This design comes from an exercise in tuning for small area on the open sky130 flow, not from production work.
Only simulation tests tie the RTL to the original design; equivalence was not proved.
No activity file was given, so power comes from the tool's default toggle rates.

--- flow/config.mk ---
export PLATFORM = sky130hd
export DESIGN_NAME = dekodierStufe
export DESIGN_NICKNAME = dekodierStufe
export VERILOG_FILES = /design/flow/design.v
export SDC_FILE = /design/flow/constraint.sdc
export NUM_CORES = 4
export LEC_CHECK = 0
export CAP_MARGIN = 30
export CORE_MARGIN = 2
export CORE_UTILIZATION = 40
export CTS_BUF_LIST = sky130_fd_sc_hd__clkbuf_8
export CTS_CLUSTER_DIAMETER = 100
export CTS_CLUSTER_SIZE = 12
export SETUP_SLACK_MARGIN = 0.2
export SLEW_MARGIN = 30
export SYNTH_HIERARCHICAL = 1
export SYNTH_MINIMUM_KEEP_SIZE = 0
--- flow/constraint.sdc ---
create_clock -name core_clock -period 7.0 [get_ports {DekodierSignal}]
set_input_delay 1.4000 -clock core_clock [delete_from_list [all_inputs] [get_ports {DekodierSignal}]]
set_output_delay 1.4000 -clock core_clock [all_outputs]
set_load 0.01 [all_outputs]
--- flow/design.v ---
`default_nettype none
package dekodierPkg;
    localparam int wortBreite   = 32;
    localparam int regAdrBreite = 6;    
    localparam int immBreite    = 26;
    localparam int regAnzahl    = 2 ** regAdrBreite;
    localparam logic [1:0] klasseRegister = 2'b00;
    localparam logic [1:0] klasseGrossImm = 2'b01;
    localparam logic [5:0] opAbsSprung      = 6'b101101;
    localparam logic [5:0] opBedSprung      = 6'b101110;
    localparam logic [5:0] opJal            = 6'b101111;
    localparam logic [5:0] opRelSprungGross = 6'b010000;
    localparam logic [5:0] opStore          = 6'b101100;
    localparam logic [5:0] opFloatLoad      = 6'b101011;
    localparam logic [4:0] loadPraefix      = 5'b10101;
    localparam int opFlagBreite = 9;
    localparam int flagImm      = 8;
    localparam int flagJal      = 7;
    localparam int flagRel      = 6;
    localparam int flagAbs      = 5;
    localparam int flagFloat    = 4;
    localparam int flagLoad     = 3;
    localparam int flagStore    = 2;
    localparam int flagUnbed    = 1;
    localparam int flagBed      = 0;
    typedef union packed {
        struct packed {
            logic [1:0] klasse;
            logic [3:0] frei;
            logic [4:0] ziel;
            logic [4:0] quelle1;
            logic [4:0] quelle2;
            logic [4:0] unbenutzt;
            logic [5:0] funktion;
        } regSicht;
        struct packed {
            logic [5:0]  opcode;
            logic [4:0]  ziel;
            logic [4:0]  quelle1;
            logic [15:0] imm16;
        } immSicht;
    } befehlWort;
endpackage
`default_nettype wire
`timescale 1ns/1ns
`default_nettype none
import dekodierPkg::*;
module leseDreier (
    input  wire logic [2:0] daten,
    input  wire logic [2:0] wahl,
    output logic            yN
);
    assign yN = ~|(daten & wahl);
endmodule
module leseSammeln (
    input  wire logic [20:0] gruppeN,
    output logic             daten
);
    assign daten = ~&gruppeN;
endmodule
module registerBank (
    input  wire logic [regAnzahl*wortBreite-1:0] register,    
    input  wire logic [regAnzahl-1:0]            wahl,        
    output logic      [wortBreite-1:0]           leseDaten
);
    for (genvar b = 0; b < wortBreite; b++) begin : gBit
        logic [20:0] gruppenN;
        for (genvar g = 0; g < 21; g++) begin : gGruppe
            leseDreier dreier (
                .daten ({register[(3*g+3)*wortBreite + b],
                         register[(3*g+2)*wortBreite + b],
                         register[(3*g+1)*wortBreite + b]}),
                .wahl  (wahl[3*g+3:3*g+1]),
                .yN    (gruppenN[g])
            );
        end
        leseSammeln sammeln (
            .gruppeN (gruppenN),
            .daten   (leseDaten[b])
        );
    end
endmodule
`default_nettype wire
`timescale 1ns/1ns
`default_nettype none
import dekodierPkg::*;
module instruktionsDekodierer (
    input  wire logic [wortBreite-1:0]   wort,
    output logic [regAdrBreite-1:0]      quellRegister1,
    output logic [regAdrBreite-1:0]      quellRegister2
);
    logic [5:0] opcode;
    logic       regFormat;
    logic       kleinFormat;
    logic       floatRegister;
    logic       storeBefehl;
    assign opcode        = wort[31:26];
    assign regFormat     = wort[31:30] == klasseRegister;
    assign kleinFormat   = opcode[5];
    assign floatRegister = regFormat && wort[5:4] == 2'b10;
    assign storeBefehl   = opcode == opStore;
    always_comb begin
        if (regFormat) begin
            quellRegister1 = {floatRegister, wort[20:16]};
        end else if (kleinFormat) begin
            quellRegister1 = {1'b0, wort[20:16]};
        end else begin
            quellRegister1 = '0;
        end
    end
    always_comb begin
        if (regFormat) begin
            quellRegister2 = {floatRegister, wort[15:11]};
        end else if (storeBefehl) begin
            quellRegister2 = {1'b0, wort[25:21]};    
        end else begin
            quellRegister2 = '0;
        end
    end
endmodule
`default_nettype wire
`timescale 1ns/1ns
`default_nettype none
import dekodierPkg::*;
module operandAuswahl (
    input  wire logic [wortBreite-1:0]   w,
    input  wire logic [wortBreite-1:0]   wertB,
    output logic [wortBreite-1:0]        operandB,
    output logic [regAdrBreite-1:0]      opZiel,
    output logic [5:0]                   opFunktion,
    output logic [opFlagBreite-1:0]      opFlags
);
    logic [5:0]            opcode;
    logic                  regFormat;
    logic                  grossFormat;
    logic                  kleinFormat;
    logic                  floatRegister;
    logic                  floatLoad;
    logic                  relSprungGross;
    logic                  ohneFunktion;
    logic                  immAktiv;
    logic                  jalBefehl;
    logic                  absoluterSprung;
    logic [wortBreite-1:0] immErweitert;
    assign opcode          = w[31:26];
    assign regFormat       = w[31:30] == klasseRegister;
    assign grossFormat     = w[31:30] == klasseGrossImm;
    assign kleinFormat     = opcode[5];
    assign floatRegister   = regFormat && w[5:4] == 2'b10;
    assign floatLoad       = opcode == opFloatLoad;
    assign relSprungGross  = opcode == opRelSprungGross;
    assign ohneFunktion    = opcode >= {loadPraefix, 1'b0} && opcode <= opJal;
    assign immAktiv        = grossFormat || kleinFormat;
    assign jalBefehl       = opcode == opJal;
    assign absoluterSprung = opcode == opAbsSprung;
    always_comb begin
        if (grossFormat) begin
            immErweitert = {{(wortBreite - immBreite){w[25]}}, w[25:0]};
        end else begin
            immErweitert = {{(wortBreite - 16){w[15]}}, w[15:0]};
        end
    end
    assign operandB = immAktiv ? immErweitert : wertB;
    always_comb begin
        if (regFormat) begin
            opZiel = {floatRegister, w[25:21]};
        end else if (kleinFormat) begin
            opZiel = {floatLoad, w[25:21]};
        end else begin
            opZiel = '0;
        end
    end
    always_comb begin
        if (regFormat) begin
            opFunktion = w[5:0];
        end else if (grossFormat || ohneFunktion) begin
            opFunktion = '0;
        end else begin
            opFunktion = {1'b0, opcode[4:0]};    
        end
    end
    always_comb begin
        opFlags            = '0;
        opFlags[flagImm]   = immAktiv;
        opFlags[flagJal]   = jalBefehl;
        opFlags[flagRel]   = jalBefehl || relSprungGross;
        opFlags[flagAbs]   = absoluterSprung;
        opFlags[flagFloat] = floatRegister || floatLoad;
        opFlags[flagLoad]  = opcode[5:1] == loadPraefix;
        opFlags[flagStore] = opcode == opStore;
        opFlags[flagUnbed] = absoluterSprung || jalBefehl || relSprungGross;
        opFlags[flagBed]   = opcode == opBedSprung;
    end
endmodule
`default_nettype wire
`timescale 1ns/1ns
`default_nettype none
import dekodierPkg::*;
module dekodierStufe (
    input  wire logic                    DekodierSignal,
    input  wire logic                    rstN,
    input  wire logic [wortBreite-1:0]   befehl,
    input  wire logic                    befehlValid,
    output logic                         befehlReady,
    input  wire logic                    schreibEnable,
    input  wire logic [regAdrBreite-1:0] schreibAdresse,
    input  wire logic [wortBreite-1:0]   schreibDaten,
    output logic                         opValid,
    input  wire logic                    opReady,
    output logic [wortBreite-1:0]        operandA,
    output logic [wortBreite-1:0]        operandB,
    output logic [wortBreite-1:0]        storeDaten,
    output logic [regAdrBreite-1:0]      opZiel,
    output logic [5:0]                   opFunktion,
    output logic [opFlagBreite-1:0]      opFlags
);
    logic                              decValid;
    logic                              decReady;
    logic                              annahme;
    logic                              uebernahme;
    logic [wortBreite-1:0]             aktuellerBefehl;
    logic [wortBreite-1:0]             ausgabeBefehl;
    logic [wortBreite-1:0]             wertB;
    logic [regAdrBreite-1:0]           quellRegister1;
    logic [regAdrBreite-1:0]           quellRegister2;
    logic [wortBreite-1:0]             leseDaten1;
    logic [wortBreite-1:0]             leseDaten2;
    logic [regAnzahl*wortBreite-1:0]   register;
    logic [regAnzahl-1:1]              gueltig;
    logic [regAnzahl-1:1]              schreiben;
    logic [regAnzahl-1:0]              wahl1;
    logic [regAnzahl-1:0]              wahl2;
    assign decReady    = !opValid || opReady;
    assign befehlReady = !decValid || decReady;
    assign annahme     = befehlValid && befehlReady;
    assign uebernahme  = decValid && decReady;
    always_ff @(posedge DekodierSignal) begin
        if (!rstN) begin
            decValid <= 1'b0;
        end else if (annahme) begin
            decValid <= 1'b1;
        end else if (decReady) begin
            decValid <= 1'b0;
        end
    end
    always_ff @(posedge DekodierSignal) begin
        if (!rstN) begin
            opValid <= 1'b0;
        end else if (uebernahme) begin
            opValid <= 1'b1;
        end else if (opReady) begin
            opValid <= 1'b0;
        end
    end
    always_ff @(posedge DekodierSignal) begin
        if (annahme) begin
            aktuellerBefehl <= befehl;
        end
    end
    always_ff @(posedge DekodierSignal) begin
        if (uebernahme) begin
            operandA      <= leseDaten1;
            wertB         <= leseDaten2;
            ausgabeBefehl <= aktuellerBefehl;
        end
    end
    assign storeDaten = wertB;
    always_comb begin
        schreiben = '0;
        wahl1     = '0;
        wahl2     = '0;
        for (int i = 1; i < regAnzahl; i++) begin
            schreiben[i] = schreibEnable && schreibAdresse == i;
            wahl1[i]     = gueltig[i] && quellRegister1 == i;
            wahl2[i]     = gueltig[i] && quellRegister2 == i;
        end
    end
    always_ff @(posedge DekodierSignal) begin
        for (int i = 1; i < regAnzahl; i++) begin
            if (!rstN) begin
                gueltig[i] <= 1'b0;
            end else if (schreiben[i]) begin
                gueltig[i] <= 1'b1;
            end
        end
    end
    always_ff @(posedge DekodierSignal) begin
        for (int i = 1; i < regAnzahl; i++) begin
            if (schreiben[i]) begin
                register[i*wortBreite +: wortBreite] <= schreibDaten;
            end
        end
    end
    assign register[wortBreite-1:0] = '0;    
    instruktionsDekodierer dekodierer (
        .wort           (aktuellerBefehl),
        .quellRegister1 (quellRegister1),
        .quellRegister2 (quellRegister2)
    );
    registerBank lesen1 (
        .register  (register),
        .wahl      (wahl1),
        .leseDaten (leseDaten1)
    );
    registerBank lesen2 (
        .register  (register),
        .wahl      (wahl2),
        .leseDaten (leseDaten2)
    );
    operandAuswahl auswahl (
        .w          (ausgabeBefehl),
        .wertB      (wertB),
        .operandB   (operandB),
        .opZiel     (opZiel),
        .opFunktion (opFunktion),
        .opFlags    (opFlags)
    );
endmodule
`default_nettype wire
--- flow/run.sh ---
#!/bin/bash
# synth_recipe.tcl (not shown) runs the flow's synth.tcl, then flattens the netlist and writes it again
# the make line also repeats each setting of config.mk as NAME=value (left out here)
make -C /OpenROAD-flow-scripts/flow DESIGN_CONFIG=/design/flow/config.mk WORK_HOME=/design/flow/orfs CLKGATE_MAP_FILE= SYNTH_SCRIPT=/design/flow/synth_recipe.tcl finish
==> flow_metrics.tcl, run 1 <==
set metrics [dict create \
    status "timing/DRC/antenna clean" \
    cts_made_buffers 202 \
    clock_sinks 2209 \
    drcViolationCount 0 \
    reg2reg_slack_ps 1380 \
    cp-end-kind "register" \
    grt-ovfl-total 0 \
    synth_nets 4757 \
    track_usage_pct 32.01 \
    hold_buffers 0 \
    max_freq_mhz 177.9 \
    startpoint_type "register" \
    vias 63040 \
    nets 5391 \
    grt_pass1_vias 57810 \
    row_count 169 \
    layout_common_cells "edfxtp_1 (2144), a222oi_1 (1344), buf_4 (283), nand4_1 (259), clkbuf_8 (203)" \
    skew_ps 85.24 \
    clock-root-buffer "clkbuf_8" \
    path_max_fanout 18 \
    dr.pass1.iters 22 \
    synth_area_um2 85510 \
    clkLatencyLatePin_ps 1070 \
    worst_pin_slew_ps 1269 \
    port_buffers 193 \
    wirelength_um 361400 \
    vdd_drop_max_v 0.0001985 \
    crit_end "wertB[19]" \
    power_leakage_nw 30.73 \
    period_share_pct 80.32 \
    reg2reg_from "aktuellerBefehl[30]" \
    core_area_um2 212300 \
    hold_viol_final 0 \
    period_minus_slack_ps 5622 \
    area_growth_pct 13.40 \
    fp.dieH_um 466.3 \
    holdWs_ps 420.0 \
    tns_ps 0 \
    relSlewSlack_pct 14.68 \
    ant_nets 0 \
    globalplace.congestion 1.009 \
    grt_pass1_wl_um 482600 \
    wl_per_cell_um 43.85 \
    die_w_um 466.3 \
    syn_avg_cell_area_um2 18.26 \
    hold_class "reg -> reg" \
    timing.rr.end "wertB[19]" \
    pwr_density_cell_nw_per_um2 232.4 \
    postCtsSetupRepairBufs 0 \
    drive_gt1_share_pct 13.15 \
    cts_tree "done" \
    start_util_pct 40.28 \
    final_common_cell "edfxtp_1" \
    clkTransAtPathRegs_ps 90 \
    cts_buffer_depth 3 \
    antenna_found_initial 42 \
    crit_start "aktuellerBefehl[30]" \
    dp_hpwl_um 221400 \
    htreeDepth 4 \
    final-setup-viol-count 0 \
    drt-initial-drc-count 20550 \
    drv_slew 0 \
    die_area_um2 217500 \
    worst_ep_required_time_ps 7690 \
    rsz0062_at_grt "no" \
    r2r_cells 9 \
    crit_type "reg -> reg" \
    post_cts_resized 0 \
    grt_max_degree 97 \
    cp.arrival_ps 6320 \
    cap_violations 0 \
    netlist_instances 4682 \
    yosysWarnings 10 \
    vias_per_cell 7.650 \
    pin_count 194 \
]
==> state kept, by name, summed over array words and instances (netlist names) <==
name,count
aktuellerBefehl,32
ausgabeBefehl,32
decValid,1
gueltig,63
opValid,1
operandA,32
register,2016
wertB,32
==> how the worst min path moves through the flow <==
| stage | cells past startpoint | end | startpoint | slack [ps] |
|---|---|---|---|---|
| after floorplan | 0 | ausgabeBefehl[0] | aktuellerBefehl[0] | 400 |
| after global placement | 0 | ausgabeBefehl[3] | aktuellerBefehl[3] | 400 |
| after detailed placement | 0 | ausgabeBefehl[3] | aktuellerBefehl[3] | 400 |
| after CTS | 0 | ausgabeBefehl[6] | aktuellerBefehl[6] | 430 |
| after global routing | 0 | ausgabeBefehl[6] | aktuellerBefehl[6] | 430 |
| final | 0 | ausgabeBefehl[0] | aktuellerBefehl[0] | 420 |
==> critical path, cell delays in order (launching register included) <==
cell,delay (ps)
edfxtp_1,490
and4b_2,380
a32o_1,680
and4b_1,450
and3_1,640
buf_4,430
a222oi_1,320
nand4_1,350
nor4_2,1110
nand2_1,340
==> stage by stage <==
step | cells | setup slack (ps) | total power [mW] | utilization (%) | instance area, µm²
floorplan | 4682 | 716.9 | 15.09 | - | 85510
global placement | 7913 | 1280 | 15.60 | 43.90 | 93200
detailed placement | 7927 | 2026 | 15.63 | 44.05 | 93510
CTS | 8221 | 1990 | 22.50 | 45.60 | 96800
global route | 8229 | 1647 | 23.02 | 45.66 | 96940
finish | 8240 | 1378 | 22.53 | 45.67 | 96960
==> power by group <==
| group | total (mW) | internal, mW | leakage [nW] | switching, mW |
|---|---|---|---|---|
| Combinational | 0.636 | 0.147 | 8.92 | 0.489 |
| Sequential | 14.7 | 14.6 | 19.9 | 0.107 |
| Clock | 7.18 | 2.71 | 1.95 | 4.46 |
| Total | 22.5 | 17.5 | 30.7 | 5.06 |
==> layer usage <==
metal / up-vias / part of all wire, % / global-route usage [%]
met5: - / 0.047 / 0
met4: 26 / 7.3 / 19.13
met3: 954 / 17 / 12.34
met2: 6367 / 42 / 46.23
met1: 31640 / 33 / 40.76
li1: 24050 / - / -
==> final cells by class <==
class | count | area (µm²)
inverters | 4 | 15.01
fillers | 18210 | 115300
well taps | 2821 | 3530
flip-flops and latches | 2209 | 65680
multi-input cells | 2409 | 20240
diodes | 13 | 32.53
repair buffers | 490 | 4163
clock buffers | 202 | 2780
clock inverters | 92 | 516.7
==> inputs of run 2 (changes only) <==
--- a/flow/config.mk
+++ b/flow/config.mk
@@ -8,9 +8,9 @@
 export CAP_MARGIN = 30
 export CORE_MARGIN = 2
 export CORE_UTILIZATION = 40
-export CTS_BUF_LIST = sky130_fd_sc_hd__clkbuf_8
+export CTS_BUF_LIST = sky130_fd_sc_hd__clkbuf_16
 export CTS_CLUSTER_DIAMETER = 100
-export CTS_CLUSTER_SIZE = 12
+export CTS_CLUSTER_SIZE = 20
 export SETUP_SLACK_MARGIN = 0.2
 export SLEW_MARGIN = 30
 export SYNTH_HIERARCHICAL = 1
==> run 2 against run 1 <==
Register-to-register slack better by 340 ps. Synthesized area unchanged. Largest power group unchanged. Still clean on timing, DRC and antenna. Core utilization about the same.
==> flow_metrics.tcl, run 2 <==
set metrics [dict create \
    pin_count 194 \
    max_freq_mhz 189.4 \
    fp.dieH_um 466.3 \
    dr.pass1.iters 15 \
    num-fill-cells 18140 \
    area_growth_pct 13.52 \
    grt_pass1_wl_um 480000 \
    clock-root-buffer "clkbuf_16" \
    slowest_delay_ps 900 \
    netlist_instances 4682 \
    worst_pin_slew_ps 1120 \
    rsz0062_at_grt "no" \
    largest_reg_flops 2016 \
    grt_max_degree 97 \
    hold_buffers 0 \
    layout_common_cells "edfxtp_1 (2144), a222oi_1 (1344), buf_4 (283), nand4_1 (259), nand2_1 (199)" \
    crit_slowest_cell "nor4_2" \
    syn_avg_cell_area_um2 18.26 \
    dr_wl_met2_um 152500 \
    drcViolationCount 0 \
    vdd_drop_max_v 0.0002082 \
    hold_viol_final 0 \
    globalplace.congestion 1.009 \
    final_common_cell "edfxtp_1" \
    track_usage_pct 31.79 \
    wirelength_um 359300 \
    tns_ps 0 \
    startpoint_type "register" \
    final-setup-viol-count 0 \
    row_count 169 \
    die_area_um2 217500 \
    holdWs_ps 424.4 \
    top_register "register" \
    status "timing/DRC/antenna clean" \
    cts_made_buffers 121 \
    yosysWarnings 10 \
    hold_class "reg -> reg" \
    wl_met1_um 119300 \
    cts_buffer_depth 3 \
    period_share_pct 75.43 \
    start_util_pct 40.28 \
    top_layer "met5" \
    dp_hpwl_um 221400 \
    htreeDepth 3 \
    vias_per_cell 7.698 \
    clock_sinks 2209 \
    hold_depth 0 \
    grt-ovfl-total 0 \
    post_cts_resized 0 \
    worst_ep_required_time_ps 7510 \
    largestRegisters "register (2016), gueltig (63)" \
    cp-end-kind "register" \
    clkTransAtPathRegs_ps 90 \
    die_w_um 466.3 \
    path_max_fanout 18 \
    drt-initial-drc-count 20250 \
    core_area_um2 212300 \
    cap_violations 0 \
    crit_path_cell_trace "and4b_2 -> a32o_1 -> and4b_1 -> and3_1 -> buf_4 -> a222oi_1 -> nand4_1 -> nor4_2 -> nand2_1" \
    postCtsSetupRepairBufs 0 \
    port_buffers 193 \
    drive_gt1_share_pct 11.67 \
    period_minus_slack_ps 5280 \
    antenna_found_initial 33 \
    cp.arrival_ps 5790 \
    cts_tree "done" \
    skew_ps 47.18 \
    synth_area_um2 85510 \
    wl_met3_um 61530 \
    pwr_density_cell_nw_per_um2 235.1 \
    crit_type "reg -> reg" \
    power_leakage_nw 30.67 \
    r2r_cells 9 \
    clkLatencyLatePin_ps 860 \
    relSlewSlack_pct 24.74 \
    ant_nets 0 \
    drv_slew 0 \
    grt_pass1_vias 57150 \
    vias 62650 \
    synth_nets 4757 \
    wl_per_cell_um 44.15 \
    nets 5308 \
]
-- run 2: report_power, final --
group / leakage [nW] / internal, mW / total, mW / switching (mW)
registers: 19.9 / 14.6 / 14.7 / 0.107
logic: 8.91 / 0.144 / 0.633 / 0.488
clock network: 1.91 / 3.15 / 7.47 / 4.32
total: 30.7 / 17.9 / 22.8 / 4.92
-- run 2: cell type report --
cell class                 count  area [µm²]  share of cell area, %
antenna                       13       32.53                0.03351
clock buffer                 121        3028                  3.119
clock inverter                74       407.9                 0.4202
inverter                       4       15.01                0.01547
multi-input combinational   2409       20260                  20.88
sequential                  2209       65680                  67.67
tap                         2821        3530                  3.636
timing repair buffer         488        4108                  4.232
-- run 2: worst max-delay path: cells and delay by family (launching register included) --
kind | cells | cell delay, ps
AND/OR/NAND/NOR | 6 | 3020
AO/OA/AOI/OAI | 2 | 990
buffers and inverters | 1 | 420
flip-flops | 1 | 490
-- run 2: worst paths after layout --
path | slack (ps) | endpoint | startpoint
worst max-delay path | 1720 | wertB[19] | aktuellerBefehl[30]
worst min register to register | 420 | ausgabeBefehl[3] | aktuellerBefehl[3]
worst min-delay path | 420 | ausgabeBefehl[3] | aktuellerBefehl[3]
worst max register to register | 1720 | wertB[19] | aktuellerBefehl[30]
-- run 2: layer usage --
metal	vias up	GRT usage, %
li1	23890	-
met5	-	0.1537
met1	31550	41.07
met3	878	11.34
met2	6295	46.13
met4	38	18.54
-- run 2: stage by stage --
step / utilization (%) / std cells / cell area (µm²) / setup WS [ps] / power (mW)
final: 45.72 / 8139 / 97070 / 1720 / 22.82
after global routing: 45.71 / 8128 / 97040 / 1831 / 23.28
after CTS: 45.66 / 8122 / 96940 / 1979 / 22.80
after detailed placement: 44.05 / 7927 / 93510 / 2026 / 15.63
after global placement: 43.90 / 7913 / 93200 / 1280 / 15.60
after floorplan: - / 4682 / 85510 / 716.9 / 15.09
==> inputs of run 3 (changes only) <==
--- a/flow/design.v
+++ b/flow/design.v
@@ -58,6 +58,21 @@
 );
     assign daten = ~&gruppeN;
 endmodule
+module schreibPfad (
+    input  wire logic                    rstN,
+    input  wire logic                    schreibEnable,
+    input  wire logic [regAdrBreite-1:0] schreibAdresse,
+    input  wire logic [wortBreite-1:0]   schreibDaten,
+    output logic      [regAnzahl-1:1]    laden,
+    output logic      [wortBreite-1:0]   ladeDaten
+);
+    assign ladeDaten = rstN ? schreibDaten : '0;
+    always_comb begin
+        for (int i = 1; i < regAnzahl; i++) begin
+            laden[i] = !rstN || (schreibEnable && schreibAdresse == i);
+        end
+    end
+endmodule
 module registerBank (
     input  wire logic [regAnzahl*wortBreite-1:0] register,    
     input  wire logic [regAnzahl-1:0]            wahl,        
@@ -226,8 +241,8 @@
     logic [wortBreite-1:0]             leseDaten1;
     logic [wortBreite-1:0]             leseDaten2;
     logic [regAnzahl*wortBreite-1:0]   register;
-    logic [regAnzahl-1:1]              gueltig;
-    logic [regAnzahl-1:1]              schreiben;
+    logic [regAnzahl-1:1]              laden;
+    logic [wortBreite-1:0]             ladeDaten;
     logic [regAnzahl-1:0]              wahl1;
     logic [regAnzahl-1:0]              wahl2;
     assign decReady    = !opValid || opReady;
@@ -265,30 +280,27 @@
         end
     end
     assign storeDaten = wertB;
-    always_comb begin
-        schreiben = '0;
-        wahl1     = '0;
-        wahl2     = '0;
-        for (int i = 1; i < regAnzahl; i++) begin
-            schreiben[i] = schreibEnable && schreibAdresse == i;
-            wahl1[i]     = gueltig[i] && quellRegister1 == i;
-            wahl2[i]     = gueltig[i] && quellRegister2 == i;
-        end
-    end
+    schreibPfad pfad (
+        .rstN           (rstN),
+        .schreibEnable  (schreibEnable),
+        .schreibAdresse (schreibAdresse),
+        .schreibDaten   (schreibDaten),
+        .laden          (laden),
+        .ladeDaten      (ladeDaten)
+    );
     always_ff @(posedge DekodierSignal) begin
         for (int i = 1; i < regAnzahl; i++) begin
-            if (!rstN) begin
-                gueltig[i] <= 1'b0;
-            end else if (schreiben[i]) begin
-                gueltig[i] <= 1'b1;
+            if (laden[i]) begin
+                register[i*wortBreite +: wortBreite] <= ladeDaten;
             end
         end
     end
-    always_ff @(posedge DekodierSignal) begin
+    always_comb begin
+        wahl1 = '0;
+        wahl2 = '0;
         for (int i = 1; i < regAnzahl; i++) begin
-            if (schreiben[i]) begin
-                register[i*wortBreite +: wortBreite] <= schreibDaten;
-            end
+            wahl1[i] = quellRegister1 == i;
+            wahl2[i] = quellRegister2 == i;
         end
     end
     assign register[wortBreite-1:0] = '0;    
--- a/flow/config.mk
+++ b/flow/config.mk
@@ -8,9 +8,9 @@
 export CAP_MARGIN = 30
 export CORE_MARGIN = 2
 export CORE_UTILIZATION = 40
-export CTS_BUF_LIST = sky130_fd_sc_hd__clkbuf_16
+export CTS_BUF_LIST = sky130_fd_sc_hd__clkbuf_8
 export CTS_CLUSTER_DIAMETER = 100
-export CTS_CLUSTER_SIZE = 20
+export CTS_CLUSTER_SIZE = 12
 export SETUP_SLACK_MARGIN = 0.2
 export SLEW_MARGIN = 30
 export SYNTH_HIERARCHICAL = 1
==> run 3 against run 2 <==
Synthesized cell count is 3.6% lower. Die area is 2.3% lower. Largest power group unchanged. Critical path type unchanged. Critical path depth stayed put. Global-route usage is 0.80 points higher.
==> flow_metrics.tcl, run 3 <==
set metrics [dict create \
    period_share_pct 76.72 \
    largest_reg_flops 2016 \
    clkTransAtPathRegs_ps 80 \
    crit_slowest_cell "nor4_2" \
    reg2reg_from "aktuellerBefehl[30]" \
    seq_area_um2 64420 \
    ant_nets 0 \
    hold_start "aktuellerBefehl[2]" \
    dp_cells 7712 \
    hold_class "reg -> reg" \
    syn_avg_cell_area_um2 18.51 \
    final_common_cell "edfxtp_1" \
    dp_hpwl_um 222300 \
    drive_gt1_share_pct 14.91 \
    core_area_um2 207300 \
    drcViolationCount 0 \
    drv_slew 0 \
    clkLatencyLatePin_ps 1070 \
    slowest_delay_ps 1020 \
    cts_buffer_depth 3 \
    post_cts_resized 0 \
    startpoint_type "register" \
    grt_pass1_vias 56950 \
    tns_ps 0 \
    num-fill-cells 17720 \
    pwr_density_cell_nw_per_um2 258.1 \
    relSlewSlack_pct 20.81 \
    power_leakage_nw 30.38 \
    cts_made_buffers 197 \
    layout_common_cells "edfxtp_1 (2144), a222oi_1 (1344), nand4_1 (260), buf_4 (257), clkbuf_8 (199)" \
    die_area_um2 212500 \
    netlist_instances 4513 \
    worst_ep_required_time_ps 7610 \
    crit_start "aktuellerBefehl[30]" \
    nets 5204 \
    vias_per_cell 7.776 \
    pin_count 194 \
    synth_nets 4588 \
    globalplace.congestion 1.022 \
    final_cell_count_no_fill 7964 \
    clock_sinks 2146 \
    dr.pass1.iters 22 \
    crit_path_cell_trace "or2b_1 -> and2_1 -> nand2b_2 -> nor2_4 -> buf_4 -> a222oi_1 -> nand4_1 -> nor4_2 -> nand2_1" \
    hold_viol_final 0 \
    max_freq_mhz 186.2 \
    rsz0062_at_grt "no" \
    final-setup-viol-count 0 \
    worst_pin_slew_ps 1178 \
    row_count 167 \
    area_growth_pct 14.88 \
    fp.dieH_um 461.0 \
    port_buffers 193 \
    period_minus_slack_ps 5370 \
    vdd_drop_max_v 0.0002042 \
    die_w_um 461.0 \
    postCtsSetupRepairBufs 0 \
    status "timing/DRC/antenna clean" \
    grt_max_degree 97 \
    drt-initial-drc-count 22090 \
    wl_per_cell_um 44.87 \
    start_util_pct 40.30 \
    grt-ovfl-total 0 \
    vias 61930 \
    yosysWarnings 11 \
    crit_type "reg -> reg" \
    placed_area_um2 92760 \
    top_register "register" \
    cp.arrival_ps 5980 \
    clock-root-buffer "clkbuf_8" \
    holdWs_ps 426.1 \
    track_usage_pct 32.59 \
    multiInputGateArea_um2 20670 \
    synth_area_um2 83530 \
    finalInstanceArea_um2 95960 \
    htreeDepth 4 \
    antenna_found_initial 25 \
    wirelength_um 357300 \
    path_max_fanout 16 \
    hold_buffers 0 \
    cp-end-kind "register" \
    cts_tree "done" \
    cap_violations 0 \
    grt_pass1_wl_um 475700 \
    skew_ps 97.70 \
]
-- run 3: cell count changes in the layout (fill, tap and decap cells not counted), moves of 63 or more --
cell       delta
and3_1       -99
o21ai_4      +63
nand2_1      -63
clkbuf_16   -121
clkbuf_8    +198
dfxtp_1      -63
-- run 3: final cells by class --
cell class,instances,share of cell area [%]
inverter,4,0.01565
multi-input combinational,2311,21.54
timing repair buffer,469,4.531
sequential,2146,67.13
antenna,20,0.05216
clock buffer,199,2.854
clock inverter,27,0.2412
tap,2788,3.635
-- run 3: critical path: cells and delay by family (launching register included) --
kind	cells	cell delay, ps
flops	1	450
buf+inv	1	310
compound gates	1	460
simple gates	7	3660
-- run 3: worst paths after layout --
kind | slack, ps | cells after the start | endpoint
worst max-delay path | 1630 | 9 | operandA[4]
worst max register to register | 1630 | 9 | operandA[4]
worst min-delay path | 430 | 0 | ausgabeBefehl[2]
worst min register to register | 430 | 0 | ausgabeBefehl[2]
-- run 3: power breakdown --
part | total, mW | internal [mW] | leakage [nW] | switching (mW)
registers | 16.0 | 15.4 | 20.7 | 0.677
logic | 1.88 | 0.419 | 8.11 | 1.46
clock network | 6.85 | 2.58 | 1.57 | 4.27
-- run 3: routing by layer --
| metal | track usage, % | routed length [µm] | vias to the layer above |
|---|---|---|---|
| met1 | 41.73 | 117700 | 30890 |
| met5 | 0 | 56 | - |
| met2 | 46.92 | 150000 | 6569 |
| li1 | - | - | 23340 |
| met3 | 10.80 | 58660 | 1127 |
| met4 | 22.12 | 30860 | 8 |
-- run 3: per-stage QoR --
step / util, % / setup WS, ps / power, mW
4_1_cts: 46.18 / 1823 / 24.61
3_3_place_gp: 44.57 / 1664 / 17.98
6_report: 46.29 / 1630 / 24.77
5_1_grt: 46.29 / 1783 / 25.30
2_1_floorplan: - / 716.9 / 16.67
3_5_place_dp: 44.75 / 2176 / 18.03
==> inputs of run 4 (changes only) <==
==> flow/flow/run.sh (new file) <==
#!/bin/bash
# The standard layout (standard.sh, unchanged synthesis and steps) with two
# settings ORFS reads from the environment:
#  - port buffers are the smallest buffer, buf_1, instead of clkdlybuf4s50_1;
set -euo pipefail
export BUFFER_PORTS_ARGS="-buffer_cell sky130_fd_sc_hd__buf_1"
export CTS_ARGS="-sink_clustering_enable -repair_clock_nets -buf_list sky130_fd_sc_hd__clkbuf_8 -sink_clustering_size 12 -sink_clustering_max_diameter 100 -dont_use_dummy_load"
bash standard.sh > standard_flow.log 2>&1
==> flow/standard.sh (new file) <==
#!/bin/bash
# synth_recipe.tcl (not shown) runs the flow's synth.tcl, then flattens the netlist and writes it again
# the make line also repeats each setting of config.mk as NAME=value (left out here)
make -C /OpenROAD-flow-scripts/flow DESIGN_CONFIG=/design/flow/config.mk WORK_HOME=/design/flow/orfs CLKGATE_MAP_FILE= SYNTH_SCRIPT=/design/flow/synth_recipe.tcl "${@:-finish}"
removed: flow/run.sh
==> run 4 against run 3 <==
Final area down 1.8%. Sequential power about the same. Clock power down 3.8%. Setup slack better by 100 ps. Synthesized cell count unchanged. Via count down 1.6%.
==> flow_metrics.tcl, run 4 <==
set metrics [dict create \
    post_cts_resized 0 \
    status "timing/DRC/antenna clean" \
    yosysWarnings 11 \
    final_cell_count_no_fill 7943 \
    port_buffers 193 \
    crit_slowest_cell "nor4_1" \
    cts_tree "done" \
    hold_buffers 0 \
    antenna_found_initial 34 \
    postCtsSetupRepairBufs 0 \
    crit_top_cell "buf_4" \
    dp_cells 7710 \
    drcViolationCount 0 \
    crit_type "reg -> reg" \
    syn_avg_cell_area_um2 18.51 \
    nets 5199 \
    synth_area_um2 83530 \
    drive_gt1_share_pct 14.58 \
    fp.dieH_um 461.0 \
    cts_buffer_depth 3 \
    layout_common_cells "edfxtp_1 (2144), a222oi_1 (1344), buf_4 (263), nand4_1 (260), clkbuf_8 (197)" \
    cap_violations 0 \
    clock-root-buffer "clkbuf_8" \
    grt_pass1_wl_um 459600 \
    startpoint_type "register" \
    start_util_pct 40.30 \
    synth_nets 4588 \
    clkTransAtPathRegs_ps 80 \
    drv_slew 0 \
    track_usage_pct 31.28 \
    top_register "register" \
    ant_nets 0 \
    grt_max_degree 97 \
    vdd_drop_max_v 0.0002187 \
    dr.pass1.iters 17 \
    hold_class "reg -> reg" \
    die_w_um 461.0 \
    htreeDepth 4 \
    largest_reg_flops 2016 \
    dp_hpwl_um 208000 \
    cts_made_buffers 197 \
    globalplace.congestion 0.9871 \
    tns_ps 0 \
    cp.arrival_ps 5990 \
    pwr_density_cell_nw_per_um2 258.3 \
    area_growth_pct 12.86 \
    wl_per_cell_um 43.25 \
    grt_pass1_vias 56360 \
    hold_viol_final 0 \
    netlist_instances 4513 \
    relSlewSlack_pct 20.17 \
    row_count 167 \
    core_area_um2 207300 \
    worst_pin_slew_ps 1193 \
    path_max_fanout 19 \
    vias 60920 \
    clock_sinks 2146 \
    max_freq_mhz 189.8 \
    crit_path_cell_trace "or2b_1 -> and2_1 -> nand2b_2 -> buf_4 -> nor2_4 -> buf_4 -> a222oi_1 -> nand4_1 -> nor4_1 -> buf_4 -> nand2_1" \
    power_leakage_nw 29.60 \
    drt-initial-drc-count 21150 \
    pin_count 194 \
    final-setup-viol-count 0 \
    period_minus_slack_ps 5268 \
    grt-ovfl-total 0 \
    num-fill-cells 17880 \
    skew_ps 130.6 \
    final_common_cell "edfxtp_1" \
    cp-end-kind "register" \
    die_area_um2 212500 \
    clkLatencyLatePin_ps 1030 \
    slowest_delay_ps 960 \
    wirelength_um 343500 \
    vias_per_cell 7.670 \
    worst_ep_required_time_ps 7730 \
    period_share_pct 75.26 \
    rsz0062_at_grt "no" \
]
run 4: layer usage:
metal	vias up	wire, µm	global-route usage (%)
li1	23300	-	-
met5	-	48	0.02296
met1	30460	112500	39.35
met3	1062	55480	10.49
met2	6096	146800	45.79
met4	8	28640	21.11
run 4: critical path: cells and delay by family, from the launching register on:
family                 cells  cell delay [ps]
AND/OR/NAND/NOR            7             3020
AO/OA/AOI/OAI              1              510
flip-flops                 1              460
buffers and inverters      3              950
run 4: cell type report:
class                   instances  area (µm²)  area share, %
diodes                         33       82.58        0.08759
clock buffers                 197        2711          2.876
repair buffers                464        2867          3.041
flip-flops and latches       2146       64420          68.33
inverters                       4       15.01        0.01593
well taps                    2788        3488          3.700
multi-input cells            2311       20690          21.95
run 4: worst paths after layout:
| kind | slack, ps | cells after the start | to | startpoint |
|---|---|---|---|---|
| max | 1730 | 11 | operandA[18] | aktuellerBefehl[30] |
| min | 420 | 0 | ausgabeBefehl[1] | aktuellerBefehl[1] |
| max reg2reg | 1730 | 11 | operandA[18] | aktuellerBefehl[30] |
| min reg2reg | 420 | 0 | ausgabeBefehl[1] | aktuellerBefehl[1] |
run 4: where the power goes:
group	total (mW)	internal (mW)	switching [mW]	leakage, nW
Sequential	16.0	15.4	0.642	20.7
Clock	6.59	2.49	4.10	1.42
Combinational	1.76	0.326	1.43	7.49
Total	24.4	18.2	6.18	29.6
run 4: stage by stage:
step                      worst slack (ps)  hold WS, ps  util [%]  total power [mW]  instance area (µm²)
after detailed placement              2127        405.1     44.08             17.90                91370
after global routing                  1781        443.3     45.46             24.90                94230
after global placement                1652        403.1     43.99             17.82                91170
final                                 1732        424.2     45.48             24.36                94270
after floorplan                      716.9        400.3         -             16.67                83530
after CTS                             2035        423.2     45.39             24.22                94080
==> inputs of run 5 (changes only) <==
==> flow/flow/run.sh (replaced) <==
#!/bin/bash
# The standard layout (standard.sh, unchanged synthesis and steps) with two
# settings ORFS reads from the environment:
#  - port buffers are the smallest buffer, buf_1, instead of clkdlybuf4s50_1;
#  - after global routing's repair, cells on paths with slack are downsized
#    (ORFS's recover_power step, RECOVER_POWER percent of the paths).
# The full output of the flow goes to standard_flow.log in the work folder;
# each ORFS step also keeps its own log under orfs/logs/.
set -euo pipefail
export BUFFER_PORTS_ARGS="-buffer_cell sky130_fd_sc_hd__buf_1"
export RECOVER_POWER=100
bash standard.sh > standard_flow.log 2>&1
==> run 5 against run 4 <==
The layout now fails its checks (capacitance limit, slew limit). Critical path type is now in -> reg. Clock power grew 3%. Global-route usage is essentially flat. Maximum frequency shrank 16%. Core utilization shrank 0.14 points. Clock skew shrank 17 ps. Cell count grew 0.31%. Combinational power shrank 2%. Sequential share of layout area grew 0.21 points. Sequential power is essentially flat. Final area shrank 0.31%. Synthesized area is the same. First-iteration DRC count shrank 5.9%.
==> flow_metrics.tcl, run 5 <==
set metrics [dict create \
    port_buffers 193 \
    timing.final.ws_setup_ps 731.0 \
    period_minus_slack_ps 6269 \
    clkLatencyLatePin_ps 1050 \
    multiInputGateArea_um2 20570 \
    drv_slew 2592 \
    cp-end-kind "register" \
    cts_tree "done" \
    pre_cts_ws_ps 2127 \
    top_register "register" \
    top_usage_layer "met2" \
    grt_max_degree 97 \
    die_w_um 461.0 \
    core_area_um2 207300 \
    crit_buf_inv 2 \
    relSlewSlack_pct -172.1 \
    drt-initial-drc-count 19900 \
    cts_made_buffers 197 \
    r2r_cells 11 \
    path_max_fanout 63 \
    layout_common_cells "edfxtp_1 (2144), a222oi_1 (1344), nand4_1 (260), clkbuf_8 (200), buf_1 (182)" \
    grt-ovfl-total 0 \
    num-fill-cells 17950 \
    hold_class "reg -> reg" \
    drive_gt1_share_pct 12.86 \
    globalplace.congestion 0.9871 \
    timing.rr.end "operandA[18]" \
    max_freq_mhz 159.5 \
    startpoint_type "input pin" \
    pwr_density_cell_nw_per_um2 261.3 \
    worst_ep_required_time_ps 7170 \
    antenna_found_initial 35 \
    start_util_pct 40.30 \
    crit_slowest_cell "clkbuf_1" \
    row_count 167 \
    seq_area_um2 64420 \
    rsz0062_at_grt "no" \
    slowest_delay_ps 2830 \
    synth_nets 4588 \
    hold_depth 0 \
    final-setup-viol-count 0 \
    drcViolationCount 0 \
    crit_top_cell "clkbuf_1" \
    pin_count 194 \
    dp_cells 7710 \
    nets 5197 \
    dp_hpwl_um 208000 \
    use_met2_pct 45.91 \
    die_area_um2 212500 \
    grt_pass1_wl_um 460400 \
    status "complete, but fails checks" \
    post_cts_resized 0 \
    cp.arrival_ps 6440 \
    met3_usage_pct 10.34 \
    clkTransAtPathRegs_ps 80 \
    track_usage_pct 31.30 \
    dr.pass1.iters 23 \
    synth_area_um2 83530 \
    wirelength_um 344000 \
    area_growth_pct 12.51 \
    cap_violations 68 \
    vdd_drop_max_v 0.0002150 \
    worst_pin_slew_ps 4082 \
    netlist_instances 4513 \
    holdWs_ps 422.6 \
    grt_pass1_vias 56440 \
    final_common_cell "edfxtp_1" \
    crit_path_cell_trace "clkbuf_1 -> and2_2 -> clkbuf_1" \
    clock-root-buffer "clkbuf_8" \
    syn_avg_cell_area_um2 18.51 \
    wl_per_cell_um 43.18 \
    crit_type "in -> reg" \
    reg2reg_from "aktuellerBefehl[30]" \
    hold_path_end "ausgabeBefehl[1]" \
    tns_ps 0 \
    reg2reg_slack_ps 790 \
    largest_reg_flops 2016 \
    vias 61020 \
    fp.dieH_um 461.0 \
    period_share_pct 89.56 \
    cp_top_family "buffers and inverters" \
    violatedChecks "capacitance limit, slew limit" \
    vias_per_cell 7.659 \
    skew_ps 113.6 \
    hold_buffers 0 \
    htreeDepth 4 \
    yosysWarnings 11 \
    clock_sinks 2146 \
    ant_nets 0 \
    hold_viol_final 0 \
    cts_buffer_depth 3 \
    power_leakage_nw 29.36 \
    final_cell_count_no_fill 7968 \
    met1_usage_pct 39.45 \
    hold_start "aktuellerBefehl[1]" \
    postCtsSetupRepairBufs 0 \
]
run 5: worst register-to-register path: stages (launching register included):
cell,delay [ps]
edfxtp_1,460
or2b_1,410
and2_1,280
nand2b_1,1030
clkbuf_1,730
nor2_4,310
buf_4,330
a222oi_1,500
nand4_1,440
nor4_1,950
clkbuf_1,380
nand2_1,100
run 5: how the worst max path moves through the flow:
stage	to	slack (ps)	cells after the start	start
floorplan	ausgabeBefehl[0]	720	2	opReady
global placement	wertB[6]	1650	9	aktuellerBefehl[30]
detailed placement	wertB[16]	2130	10	aktuellerBefehl[30]
CTS	wertB[16]	2070	10	aktuellerBefehl[30]
global route	register[911]	890	4	rstN
finish	register[611]	730	3	rstN
run 5: metrics by stage:
stage               total power, mW  utilization [%]  cell area, µm²
floorplan                     16.67                -           83530
global placement              17.82            43.99           91170
detailed placement            17.90            44.08           91370
CTS                           24.43            45.49           94300
global route                  25.11            45.33           93960
finish                        24.56            45.34           93980
run 5: cell type report:
| type | instances | share of cell area [%] |
|---|---|---|
| Multi-Input combinational cell | 2311 | 21.89 |
| Antenna cell | 34 | 0.09053 |
| Tap cell | 2788 | 3.712 |
| Clock buffer | 200 | 2.929 |
| Clock inverter | 23 | 0.1864 |
| Inverter | 4 | 0.01598 |
| Sequential cell | 2146 | 68.55 |
| Timing Repair Buffer | 462 | 2.628 |
run 5: report_power, final:
part | switching [mW] | total [mW] | internal (mW) | leakage (nW)
Clock | 4.21 | 6.79 | 2.57 | 1.54
Sequential | 0.643 | 16.1 | 15.4 | 20.7
Combinational | 1.43 | 1.72 | 0.289 | 7.12
Total | 6.29 | 24.6 | 18.3 | 29.4
run 5: per-layer routing:
metal  vias up  share of wire [%]  routed length [µm]
li1      23320                  -                   -
met1     30440                 33              112800
met2      6177                 43              146300
met3      1079                 16               55360
met4        14                8.5               29280
met5         -              0.067                 231
==> inputs of run 6 (changes only) <==
==> flow/flow/run.sh (replaced) <==
#!/bin/bash
# The standard layout (standard.sh, unchanged synthesis and steps) with two
# settings ORFS reads from the environment:
#  - port buffers are the smallest buffer, buf_1, instead of clkdlybuf4s50_1;
set -euo pipefail
export BUFFER_PORTS_ARGS="-buffer_cell sky130_fd_sc_hd__buf_1"
export CTS_ARGS="-sink_clustering_enable -repair_clock_nets -buf_list sky130_fd_sc_hd__clkbuf_8 -sink_clustering_size 15 -sink_clustering_max_diameter 100 -dont_use_dummy_load"
bash standard.sh > standard_flow.log 2>&1
--- a/flow/config.mk
+++ b/flow/config.mk
@@ -10,7 +10,7 @@
 export CORE_UTILIZATION = 40
 export CTS_BUF_LIST = sky130_fd_sc_hd__clkbuf_8
 export CTS_CLUSTER_DIAMETER = 100
-export CTS_CLUSTER_SIZE = 12
+export CTS_CLUSTER_SIZE = 15
 export SETUP_SLACK_MARGIN = 0.2
 export SLEW_MARGIN = 30
 export SYNTH_HIERARCHICAL = 1
==> run 6 against run 5 <==
Largest cell class unchanged. Non-clock buffer count is 2 higher. Synthesized cell count stayed put. The run now finishes clean. Global-route usage down 0.13 points.
==> flow_metrics.tcl, run 6 <==
set metrics [dict create \
    post_cts_resized 0 \
    timing.final.ws_setup_ps 1816 \
    track_usage_pct 31.17 \
    startpoint_type "register" \
    die_w_um 461.0 \
    core_area_um2 207300 \
    clock_sinks 2146 \
    synth_nets 4588 \
    grt_max_degree 97 \
    clkTransAtPathRegs_ps 100 \
    row_count 167 \
    pin_count 194 \
    vias 60830 \
    vdd_drop_max_v 0.0002321 \
    power_leakage_nw 29.35 \
    drv_slew 0 \
    drcViolationCount 0 \
    clkLatencyLatePin_ps 1040 \
    placed_area_um2 91370 \
    pre_cts_ws_ps 2127 \
    pwr_density_cell_nw_per_um2 253.6 \
    hold_buffers 0 \
    cap_violations 0 \
    hold_viol_final 0 \
    netlist_instances 4513 \
    top_register "register" \
    grt-ovfl-total 0 \
    nets 5164 \
    clkPwrFrac_pct 25.3 \
    final_cell_count_no_fill 7906 \
    globalplace.congestion 0.9871 \
    worst_ep_required_time_ps 7690 \
    port_buffers 193 \
    wl_per_cell_um 43.28 \
    p_switching_mw 6.030 \
    syn_avg_cell_area_um2 18.51 \
    cts_buffer_depth 3 \
    final_common_cell "edfxtp_1" \
    cp.arrival_ps 5870 \
    final-setup-viol-count 0 \
    relSlewSlack_pct 22.93 \
    postCtsSetupRepairBufs 0 \
    clock-root-buffer "clkbuf_8" \
    synth_area_um2 83530 \
    status "timing/DRC/antenna clean" \
    dr.pass1.iters 17 \
    power.share.sequential_pct 67.3 \
    ant_nets 0 \
    largest_reg_flops 2016 \
    tns_ps 0 \
    cts_made_buffers 162 \
    comb_power_share_pct 7.4 \
    grt_pass1_wl_um 458500 \
    finalInstanceArea_um2 93780 \
    die_area_um2 212500 \
    p_int_mw 17.75 \
    grt_pass1_vias 56030 \
    vias_per_cell 7.694 \
    hold_class "reg -> reg" \
    skew_ps 138.5 \
    period_share_pct 74.06 \
    htreeDepth 4 \
    max_freq_mhz 192.9 \
    dp_cells 7710 \
    fp.dieH_um 461.0 \
    drt-initial-drc-count 20570 \
    crit_type "reg -> reg" \
    cts_tree "done" \
    dp_hpwl_um 208000 \
    layout_common_cells "edfxtp_1 (2144), a222oi_1 (1344), buf_4 (263), nand4_1 (260), buf_1 (191)" \
    drive_gt1_share_pct 14.00 \
    area_growth_pct 12.27 \
    power_mw 23.78 \
    antenna_found_initial 34 \
    path_max_fanout 17 \
    start_util_pct 40.30 \
    worst_pin_slew_ps 1146 \
    switching_share_pct 25.35 \
    wirelength_um 342200 \
    period_minus_slack_ps 5184 \
    rsz0062_at_grt "no" \
    yosysWarnings 11 \
    cp-end-kind "register" \
]
## run 6: power groups by stage
stage | registers, mW | logic (mW) | clock network [mW]
6_report | 16.0 | 1.76 | 6.03
5_1_grt | 16.1 | 1.76 | 6.45
4_1_cts | 16.0 | 1.66 | 6.02
3_5_place_dp | 16.2 | 1.66 | 0
3_3_place_gp | 16.2 | 1.62 | 0
2_1_floorplan | 16.1 | 0.615 | 0
## run 6: area by class of cell
| class | instances | area (µm²) |
|---|---|---|
| timing repair buffer | 464 | 2867 |
| inverter | 4 | 15.01 |
| multi-input combinational | 2311 | 20680 |
| clock buffer | 162 | 2230 |
| tap | 2788 | 3488 |
| antenna | 31 | 77.57 |
| sequential | 2146 | 64420 |
| fill | 17930 | 113500 |
## run 6: worst max-delay path: stages (launching register included)
cell,delay (ps)
edfxtp_1,470
or2b_1,400
and2_1,280
or2_2,790
nor2_4,310
buf_4,320
a222oi_1,400
nand4_1,520
nor4_2,990
buf_4,230
nand2_1,100
## run 6: path summary, 6_finish.rpt
path         cells past startpoint                 from                 to  slack, ps
min reg2reg                      0  aktuellerBefehl[10]  ausgabeBefehl[10]        430
min                              0  aktuellerBefehl[10]  ausgabeBefehl[10]        430
max                             10  aktuellerBefehl[30]       operandA[22]       1820
max reg2reg                     10  aktuellerBefehl[30]       operandA[22]       1820
## run 6: through the flow
stage	utilization (%)	hold WS [ps]
CTS	45.16	429.7
global placement	43.99	403.1
detailed placement	44.08	405.1
global route	45.21	447.4
finish	45.24	431.5
floorplan	-	400.3
## run 6: layer usage
layer | up-vias | share of wire [%] | track usage, %
met3 | 1013 | 16 | 10.13
met2 | 6093 | 43 | 45.66
met4 | 14 | 8.1 | 20.92
met1 | 30500 | 33 | 39.45
li1 | 23210 | - | -
met5 | - | 0.026 | 0

-- static timing again, ports no longer ideal --
The flow's constraints put no driver on any port. The routed layouts listed below were extracted and timed again, unchanged, in two steps. Step 1, drivers: a clkbuf_16 drives DekodierSignal and a buf_2 each remaining input, both assumed. Step 2 adds t to the input delays and takes it off the output delays; t is the mean of the earliest and latest rising clock arrival at the registers after step 1. Input paths then give back, and output paths get back, about the clock's delay inside the block. a / b / c = ideal / step 1 / step 2; a / b = the first two.
| run | t, ns | setup WS [ns] | latest minus earliest clock arrival (ns) | slew at the worst register clock pin (ns) | pins driven straight from the clock port |
|---|---|---|---|---|---|
| run 1 | 1.132 | 1.378 / 1.378 / 1.378 | 0.099 / 0.100 | 0.10 / 0.10 | 1 |
| run 2 | 0.918 | 1.720 / 1.720 / 1.720 | 0.051 / 0.051 | 0.10 / 0.10 | 1 |
| run 3 | 1.105 | 1.630 / 1.630 / 1.630 | 0.100 / 0.100 | 0.10 / 0.10 | 1 |
| run 4 | 1.052 | 1.732 / 1.732 / 1.732 | 0.152 / 0.152 | 0.09 / 0.09 | 1 |
| run 5 | 1.085 | 0.731 / 0.776 / -0.309 | 0.122 / 0.122 | 0.10 / 0.10 | 1 |
| run 6 | 1.054 | 1.816 / 1.816 / 1.816 | 0.148 / 0.149 | 0.11 / 0.11 | 1 |
The setup slack of run 5, which loses most, moves by +0.045 ns with the drivers and by -1.040 ns with both steps.
